Context: an optimization exercise on an open-source flow, tuned for small area. The choices shown serve that exercise and are no tape-out recipe. At most, simulation tests tie the RTL to the original design; equivalence was not proved. Power figures rest on the tool's default switching activity, not on a simulated workload. The clock port is modelled as an ideal driver; clocking choices that lean on that would not hold on a real chip.

==> exp/onyx <==
==> flow/design.v <==
module debug_snapshot_ctrl #(
    parameter int unsigned ADDR_W = 7,
    parameter int unsigned DATA_W = 32,
    parameter int unsigned SETTLE = 1
) (
    input  logic              clk,
    input  logic              rst_n,
    input  logic              snap_req_i,
    input  logic              live_mode_i,
    input  logic [ADDR_W-1:0] vga_addr_i,
    output logic [DATA_W-1:0] vga_data_o,
    output logic [ADDR_W-1:0] dut_addr_o,
    input  logic [DATA_W-1:0] dut_data_i,
    output logic              busy_o,
    output logic              done_o,
    output logic              snap_valid_o,
    output logic [7:0]        snap_count_o
);
    localparam int unsigned Depth = 1 << ADDR_W;
    logic              busy_q;
    logic [ADDR_W:0]   cnt_q;           
    logic              snap_valid_q;
    logic [7:0]        snap_count_q;
    logic              start;
    logic              done;
    logic              insert;
    logic [ADDR_W-1:0] rd_idx;
    logic [DATA_W-1:0] ring [Depth];
    localparam int unsigned Groups = (Depth + 1 + 2) / 3;
    logic [3*Groups-1:0] rd_sel;
    logic [DATA_W-1:0]   rd_word [3*Groups];
    logic [DATA_W-1:0]   rd_part_n [Groups];
    localparam int unsigned LoW = ADDR_W / 2;
    localparam int unsigned LoN = 1 << LoW;
    localparam int unsigned HiN = 1 << (ADDR_W - LoW);
    logic [LoN-1:0]      sel_lo;
    logic [HiN-1:0]      sel_hi;
    assign start = snap_req_i & ~busy_q;
    assign done   = busy_q & cnt_q[ADDR_W] & cnt_q[0];
    assign insert = busy_q & ~done;
    always_ff @(posedge clk or negedge rst_n) begin
        if (!rst_n) begin
            busy_q       <= 1'b0;
            cnt_q        <= '0;
            snap_valid_q <= 1'b0;
            snap_count_q <= '0;
        end else begin
            if (start) begin
                busy_q <= 1'b1;
                cnt_q  <= '0;
            end else begin
                cnt_q  <= cnt_q + 1'b1;
            end
            if (done) begin
                busy_q       <= 1'b0;
                snap_valid_q <= 1'b1;
                snap_count_q <= snap_count_q + 8'd1;
            end
        end
    end
    always_ff @(posedge clk) begin
        for (int i = 0; i < Depth - 1; i++) begin
            ring[i] <= ring[i+1];
        end
        ring[Depth-1] <= insert ? dut_data_i : ring[0];
    end
    assign rd_idx = vga_addr_i - cnt_q[ADDR_W-1:0] + 1'b1;
    always_comb begin
        if (busy_q) begin
            dut_addr_o = cnt_q[ADDR_W] ? {ADDR_W{1'b1}} : cnt_q[ADDR_W-1:0];
        end else if (live_mode_i) begin
            dut_addr_o = vga_addr_i;
        end else begin
            dut_addr_o = {ADDR_W{snap_valid_q}};
        end
    end
    always_comb begin
        for (int j = 0; j < Depth; j++) begin
            rd_word[j] = ring[j];
        end
        rd_sel[Depth]  = live_mode_i;
        rd_word[Depth] = dut_data_i;
        for (int j = Depth + 1; j < 3 * Groups; j++) begin
            rd_sel[j]  = 1'b0;
            rd_word[j] = '0;
        end
    end
    always_comb begin
        for (int i = 0; i < LoN; i++) begin
            sel_lo[i] = ~live_mode_i & snap_valid_q & (rd_idx[LoW-1:0] == LoW'(i));
        end
        for (int i = 0; i < HiN; i++) begin
            sel_hi[i] = (rd_idx[ADDR_W-1:LoW] == (ADDR_W-LoW)'(i));
        end
    end
    for (genvar j = 0; j < Depth; j++) begin : g_sel
        snap_and2 u_and (
            .a(sel_hi[j / LoN]),
            .b(sel_lo[j % LoN]),
            .y(rd_sel[j])
        );
    end
    for (genvar g = 0; g < Groups; g++) begin : g_rd
        for (genvar b = 0; b < DATA_W; b++) begin : g_bit
            snap_aoi3 u_aoi (
                .s0 (rd_sel[3*g]),
                .d0 (rd_word[3*g][b]),
                .s1 (rd_sel[3*g+1]),
                .d1 (rd_word[3*g+1][b]),
                .s2 (rd_sel[3*g+2]),
                .d2 (rd_word[3*g+2][b]),
                .y_n(rd_part_n[g][b])
            );
        end
    end
    always_comb begin
        vga_data_o = '0;
        for (int g = 0; g < Groups; g++) begin
            vga_data_o = vga_data_o | ~rd_part_n[g];
        end
    end
    assign busy_o       = busy_q;
    assign done_o       = done;
    assign snap_valid_o = snap_valid_q;
    assign snap_count_o = snap_count_q;
endmodule
module snap_aoi3 (
    input  logic s0,
    input  logic d0,
    input  logic s1,
    input  logic d1,
    input  logic s2,
    input  logic d2,
    output logic y_n
);
    assign y_n = ~((s0 & d0) | (s1 & d1) | (s2 & d2));
endmodule
module snap_and2 (
    input  logic a,
    input  logic b,
    output logic y
);
    assign y = a & b;
endmodule
==> flow/run.sh <==
#!/bin/bash
# synth_recipe.tcl (not shown) runs the flow's synth.tcl, then flattens the netlist and writes it again
# the make line also repeats each setting of config.mk as NAME=value (left out here)
make -C /OpenROAD-flow-scripts/flow DESIGN_CONFIG=/design/flow/config.mk WORK_HOME=/design/flow/orfs CLKGATE_MAP_FILE= SYNTH_SCRIPT=/design/flow/synth_recipe.tcl finish
==> flow/config.mk <==
export PLATFORM = sky130hd
export DESIGN_NAME = debug_snapshot_ctrl
export DESIGN_NICKNAME = debug_snapshot_ctrl
export VERILOG_FILES = /design/flow/design.v
export SDC_FILE = /design/flow/constraint.sdc
export NUM_CORES = 4
export LEC_CHECK = 0
export CAP_MARGIN = 20
export CORE_MARGIN = 2
export CORE_UTILIZATION = 60
export CTS_CLUSTER_DIAMETER = 100
export CTS_CLUSTER_SIZE = 25
export SLEW_MARGIN = 20
export SYNTH_HIERARCHICAL = 1
export SYNTH_MINIMUM_KEEP_SIZE = 0
==> flow/constraint.sdc <==
create_clock -name core_clock -period 12.0 [get_ports {clk}]
set_input_delay 2.4000 -clock core_clock [delete_from_list [all_inputs] [get_ports {clk}]]
set_output_delay 2.4000 -clock core_clock [all_outputs]
set_load 0.01 [all_outputs]
==> exp/indigo: changes against exp/onyx <==
==> flow/design.v, changed modules only <==
module debug_snapshot_ctrl #(
    parameter int unsigned ADDR_W = 7,
    parameter int unsigned DATA_W = 32,
    parameter int unsigned SETTLE = 1
) (
    input  logic              clk,
    input  logic              rst_n,
    input  logic              snap_req_i,
    input  logic              live_mode_i,
    input  logic [ADDR_W-1:0] vga_addr_i,
    output logic [DATA_W-1:0] vga_data_o,
    output logic [ADDR_W-1:0] dut_addr_o,
    input  logic [DATA_W-1:0] dut_data_i,
    output logic              busy_o,
    output logic              done_o,
    output logic              snap_valid_o,
    output logic [7:0]        snap_count_o
);
    localparam int unsigned Depth = 1 << ADDR_W;
    logic              busy_q;
    logic [ADDR_W:0]   cnt_q;           
    logic              snap_valid_q;
    logic [7:0]        snap_count_q;
    logic              start;
    logic              done;
    logic              insert;
    logic [ADDR_W-1:0] rd_idx;
    logic [DATA_W-1:0] ring [Depth];
    localparam int unsigned Groups = (Depth + 1 + 2) / 3;
    logic [3*Groups-1:0] rd_sel_lo, rd_sel_hi;
    logic [DATA_W-1:0]   rd_word [3*Groups];
    logic [DATA_W-1:0]   rd_part_n [Groups];
    localparam int unsigned LoW = ADDR_W / 2;
    localparam int unsigned LoN = 1 << LoW;
    localparam int unsigned HiN = 1 << (ADDR_W - LoW);
    logic [LoN-1:0]      sel_lo;
    logic [HiN-1:0]      sel_hi;
    assign start = snap_req_i & ~busy_q;
    assign done   = busy_q & cnt_q[ADDR_W] & cnt_q[0];
    assign insert = busy_q & ~done;
    always_ff @(posedge clk or negedge rst_n) begin
        if (!rst_n) begin
            busy_q       <= 1'b0;
            cnt_q        <= '0;
            snap_valid_q <= 1'b0;
            snap_count_q <= '0;
        end else begin
            if (start) begin
                busy_q <= 1'b1;
                cnt_q  <= '0;
            end else begin
                cnt_q  <= cnt_q + 1'b1;
            end
            if (done) begin
                busy_q       <= 1'b0;
                snap_valid_q <= 1'b1;
                snap_count_q <= snap_count_q + 8'd1;
            end
        end
    end
    always_ff @(posedge clk) begin
        for (int i = 0; i < Depth - 1; i++) begin
            ring[i] <= ring[i+1];
        end
        ring[Depth-1] <= insert ? dut_data_i : ring[0];
    end
    assign rd_idx = vga_addr_i - cnt_q[ADDR_W-1:0] + 1'b1;
    always_comb begin
        if (busy_q) begin
            dut_addr_o = cnt_q[ADDR_W] ? {ADDR_W{1'b1}} : cnt_q[ADDR_W-1:0];
        end else if (live_mode_i) begin
            dut_addr_o = vga_addr_i;
        end else begin
            dut_addr_o = {ADDR_W{snap_valid_q}};
        end
    end
    always_comb begin
        for (int j = 0; j < Depth; j++) begin
            rd_word[j] = ring[j];
        end
        rd_sel_lo[Depth] = live_mode_i;
        rd_sel_hi[Depth] = live_mode_i;
        rd_word[Depth] = dut_data_i;
        for (int j = Depth + 1; j < 3 * Groups; j++) begin
            rd_sel_lo[j] = 1'b0;
            rd_sel_hi[j] = 1'b0;
            rd_word[j] = '0;
        end
    end
    always_comb begin
        for (int i = 0; i < LoN; i++) begin
            sel_lo[i] = ~live_mode_i & snap_valid_q & (rd_idx[LoW-1:0] == LoW'(i));
        end
        for (int i = 0; i < HiN; i++) begin
            sel_hi[i] = (rd_idx[ADDR_W-1:LoW] == (ADDR_W-LoW)'(i));
        end
    end
    for (genvar j = 0; j < Depth; j++) begin : g_sel
        logic sel_n;
        snap_nand2 u_nand (
            .a(sel_hi[j / LoN]),
            .b(sel_lo[j % LoN]),
            .y(sel_n)
        );
        snap_inv u_inv_lo (
            .a(sel_n),
            .y(rd_sel_lo[j])
        );
        snap_inv u_inv_hi (
            .a(sel_n),
            .y(rd_sel_hi[j])
        );
    end
    for (genvar g = 0; g < Groups; g++) begin : g_rd
        for (genvar b = 0; b < DATA_W; b++) begin : g_bit
            logic [2:0] s;
            assign s = (b < DATA_W / 2) ? rd_sel_lo[3*g +: 3] : rd_sel_hi[3*g +: 3];
            snap_aoi3 u_aoi (
                .s0 (s[0]),
                .d0 (rd_word[3*g][b]),
                .s1 (s[1]),
                .d1 (rd_word[3*g+1][b]),
                .s2 (s[2]),
                .d2 (rd_word[3*g+2][b]),
                .y_n(rd_part_n[g][b])
            );
        end
    end
    for (genvar b = 0; b < DATA_W; b++) begin : g_or
        logic [10:0] l1;
        logic [2:0]  l2;
        for (genvar k = 0; k < 10; k++) begin : g_l1
            snap_nand4 u_nand4 (
                .a(rd_part_n[4*k][b]),
                .b(rd_part_n[4*k+1][b]),
                .c(rd_part_n[4*k+2][b]),
                .d(rd_part_n[4*k+3][b]),
                .y(l1[k])
            );
        end
        snap_nand3 u_nand3 (
            .a(rd_part_n[40][b]),
            .b(rd_part_n[41][b]),
            .c(rd_part_n[42][b]),
            .y(l1[10])
        );
        snap_or4 u_or4_0 (.a(l1[0]), .b(l1[1]), .c(l1[2]), .d(l1[3]), .y(l2[0]));
        snap_or4 u_or4_1 (.a(l1[4]), .b(l1[5]), .c(l1[6]), .d(l1[7]), .y(l2[1]));
        snap_or3 u_or3_0 (.a(l1[8]), .b(l1[9]), .c(l1[10]), .y(l2[2]));
        snap_or3 u_or3_1 (.a(l2[0]), .b(l2[1]), .c(l2[2]), .y(vga_data_o[b]));
    end
    assign busy_o       = busy_q;
    assign done_o       = done;
    assign snap_valid_o = snap_valid_q;
    assign snap_count_o = snap_count_q;
endmodule
module snap_nand2 (
    input  logic a,
    input  logic b,
    output logic y
);
    assign y = ~(a & b);
endmodule
module snap_inv (
    input  logic a,
    output logic y
);
    assign y = ~a;
endmodule
module snap_nand4 (
    input  logic a,
    input  logic b,
    input  logic c,
    input  logic d,
    output logic y
);
    assign y = ~(a & b & c & d);
endmodule
module snap_nand3 (
    input  logic a,
    input  logic b,
    input  logic c,
    output logic y
);
    assign y = ~(a & b & c);
endmodule
module snap_or4 (
    input  logic a,
    input  logic b,
    input  logic c,
    input  logic d,
    output logic y
);
    assign y = a | b | c | d;
endmodule
module snap_or3 (
    input  logic a,
    input  logic b,
    input  logic c,
    output logic y
);
    assign y = a | b | c;
endmodule
// module snap_and2 removed
==> flow/flow/run.sh (new file) <==
#!/bin/bash
# The standard layout (standard.sh: ORFS from the standard synthesis to the
# final DEF) with two changes to how the layout is made:
#  - the port buffers are the platform's smallest buffer, buf_1, instead of
#    the buffer_ports default choice;
#  - clock tree synthesis clusters up to 32 sinks per leaf buffer and inserts
#    no dummy loads.
# The full output of the run goes to standard_flow.log here; ORFS's per-step
# logs stay under orfs/logs/.
set -euo pipefail
export BUFFER_PORTS_ARGS="-buffer_cell sky130_fd_sc_hd__buf_1"
export CTS_ARGS="-sink_clustering_enable -repair_clock_nets -sink_clustering_size 32 -sink_clustering_max_diameter 100 -dont_use_dummy_load"
bash standard.sh > standard_flow.log 2>&1
==> flow/standard.sh (new file) <==
#!/bin/bash
# synth_recipe.tcl (not shown) runs the flow's synth.tcl, then flattens the netlist and writes it again
# the make line also repeats each setting of config.mk as NAME=value (left out here)
make -C /OpenROAD-flow-scripts/flow DESIGN_CONFIG=/design/flow/config.mk WORK_HOME=/design/flow/orfs CLKGATE_MAP_FILE= SYNTH_SCRIPT=/design/flow/synth_recipe.tcl "${@:-finish}"
Settings changed: CORE_UTILIZATION 60 to 75, CTS_CLUSTER_SIZE 25 to 32, PLACE_DENSITY set to 0.8.
removed: flow/run.sh
==> exp/sierra: changes against exp/onyx <==
--- a/flow/design.v
+++ b/flow/design.v
@@ -32,7 +32,2 @@
     logic [DATA_W-1:0]   rd_part_n [Groups];
-    localparam int unsigned LoW = ADDR_W / 2;
-    localparam int unsigned LoN = 1 << LoW;
-    localparam int unsigned HiN = 1 << (ADDR_W - LoW);
-    logic [LoN-1:0]      sel_lo;
-    logic [HiN-1:0]      sel_hi;
     assign start = snap_req_i & ~busy_q;
@@ -78,2 +73,3 @@
         for (int j = 0; j < Depth; j++) begin
+            rd_sel[j]  = ~live_mode_i & snap_valid_q & (rd_idx == ADDR_W'(j));
             rd_word[j] = ring[j];
@@ -86,17 +82,2 @@
         end
-    end
-    always_comb begin
-        for (int i = 0; i < LoN; i++) begin
-            sel_lo[i] = ~live_mode_i & snap_valid_q & (rd_idx[LoW-1:0] == LoW'(i));
-        end
-        for (int i = 0; i < HiN; i++) begin
-            sel_hi[i] = (rd_idx[ADDR_W-1:LoW] == (ADDR_W-LoW)'(i));
-        end
-    end
-    for (genvar j = 0; j < Depth; j++) begin : g_sel
-        snap_and2 u_and (
-            .a(sel_hi[j / LoN]),
-            .b(sel_lo[j % LoN]),
-            .y(rd_sel[j])
-        );
     end
@@ -137,8 +118 @@
 endmodule
-module snap_and2 (
-    input  logic a,
-    input  logic b,
-    output logic y
-);
-    assign y = a & b;
-endmodule
Settings changed: CORE_UTILIZATION 60 to 40, CTS_CLUSTER_DIAMETER 100 to not set, CTS_CLUSTER_SIZE 25 to not set.
==> qor summary <==
| metric | exp/sierra | exp/indigo | exp/onyx |
|---|---|---|---|
| Part of the power in registers | 51.5% | 68.2% | 64.9% |
| Num tapcells | 3366 | 1781 | 2204 |
| Transition time at the pin with the least slew margin | 1240 ps | 1280 ps | 1230 ps |
| Pre-CTS setup slack | 775 ps | 1490 ps | 1050 ps |
| Metal1 wirelength | 129000 um | 102000 um | 126000 um |
| Run status | complete, no violations | complete, no violations | complete, no violations |
| Clock buffer count from CTS | 387 | 146 | 182 |
| Floorplan die width | 508 um | 373 um | 415 um |
| Power Internal | 22.9 mW | 17.5 mW | 18.3 mW |
| Combinational power | 2.39 mW | 1.35 mW | 1.71 mW |
| Synth unique cells | 40 | 41 | 49 |
| Capture point of the worst reg-to-reg path | ring[127][4] | ring[127][9] | ring[127][25] |
| Max frequency | 89.7 MHz | 92.4 MHz | 90.1 MHz |
| Met3 layer wire length in the routed design | 31600 um | 27000 um | 24200 um |
| Vertical extent of the die | 508 um | 373 um | 415 um |
| Total placed cells including tap cells | 10011 | 8427 | 8803 |
| Post-Syn Nets | 6377 | 6611 | 6366 |
| Slack of the worst reg-to-reg path | 9690 ps | 9780 ps | 9600 ps |
| Post-detailed-route via-to-cell ratio | 5.96 | 7.22 | 6.69 |
The RTL of exp/onyx was laid out without a check of its function.

==> re-timing with driven ports <==
How much do the figures lean on ideal ports? The routed layouts below were timed once more, with nothing changed but the port constraints.
Step 1: set_driving_cell puts a clkbuf_16 on clk and a buf_2 on each other input, an assumption about the parent block.
Step 2 also shifts input and output timing later by t, the mid clock arrival at the registers, as if the neighbouring blocks saw the same clock.
Three values: no drivers, after step 1, after step 2; two values: the first two.
run	shift t [ns]	setup WS [ns]	slew at the worst register clock pin (ns)	worst slew at a driven data input, ns	pins driven straight from the clock port
exp/onyx	0.945	0.906 / 0.882 / 0.882	0.10 / 0.10	0.13	1
exp/indigo	0.891	1.180 / 1.154 / 1.154	0.12 / 0.12	0.21	1
exp/sierra	1.034	0.853 / 0.710 / 0.710	0.07 / 0.07	0.15	1
After both steps every run listed still meets setup and hold. For exp/sierra, which loses most, drivers alone change the setup slack by -0.143 ns; drivers and shift together by -0.143 ns.
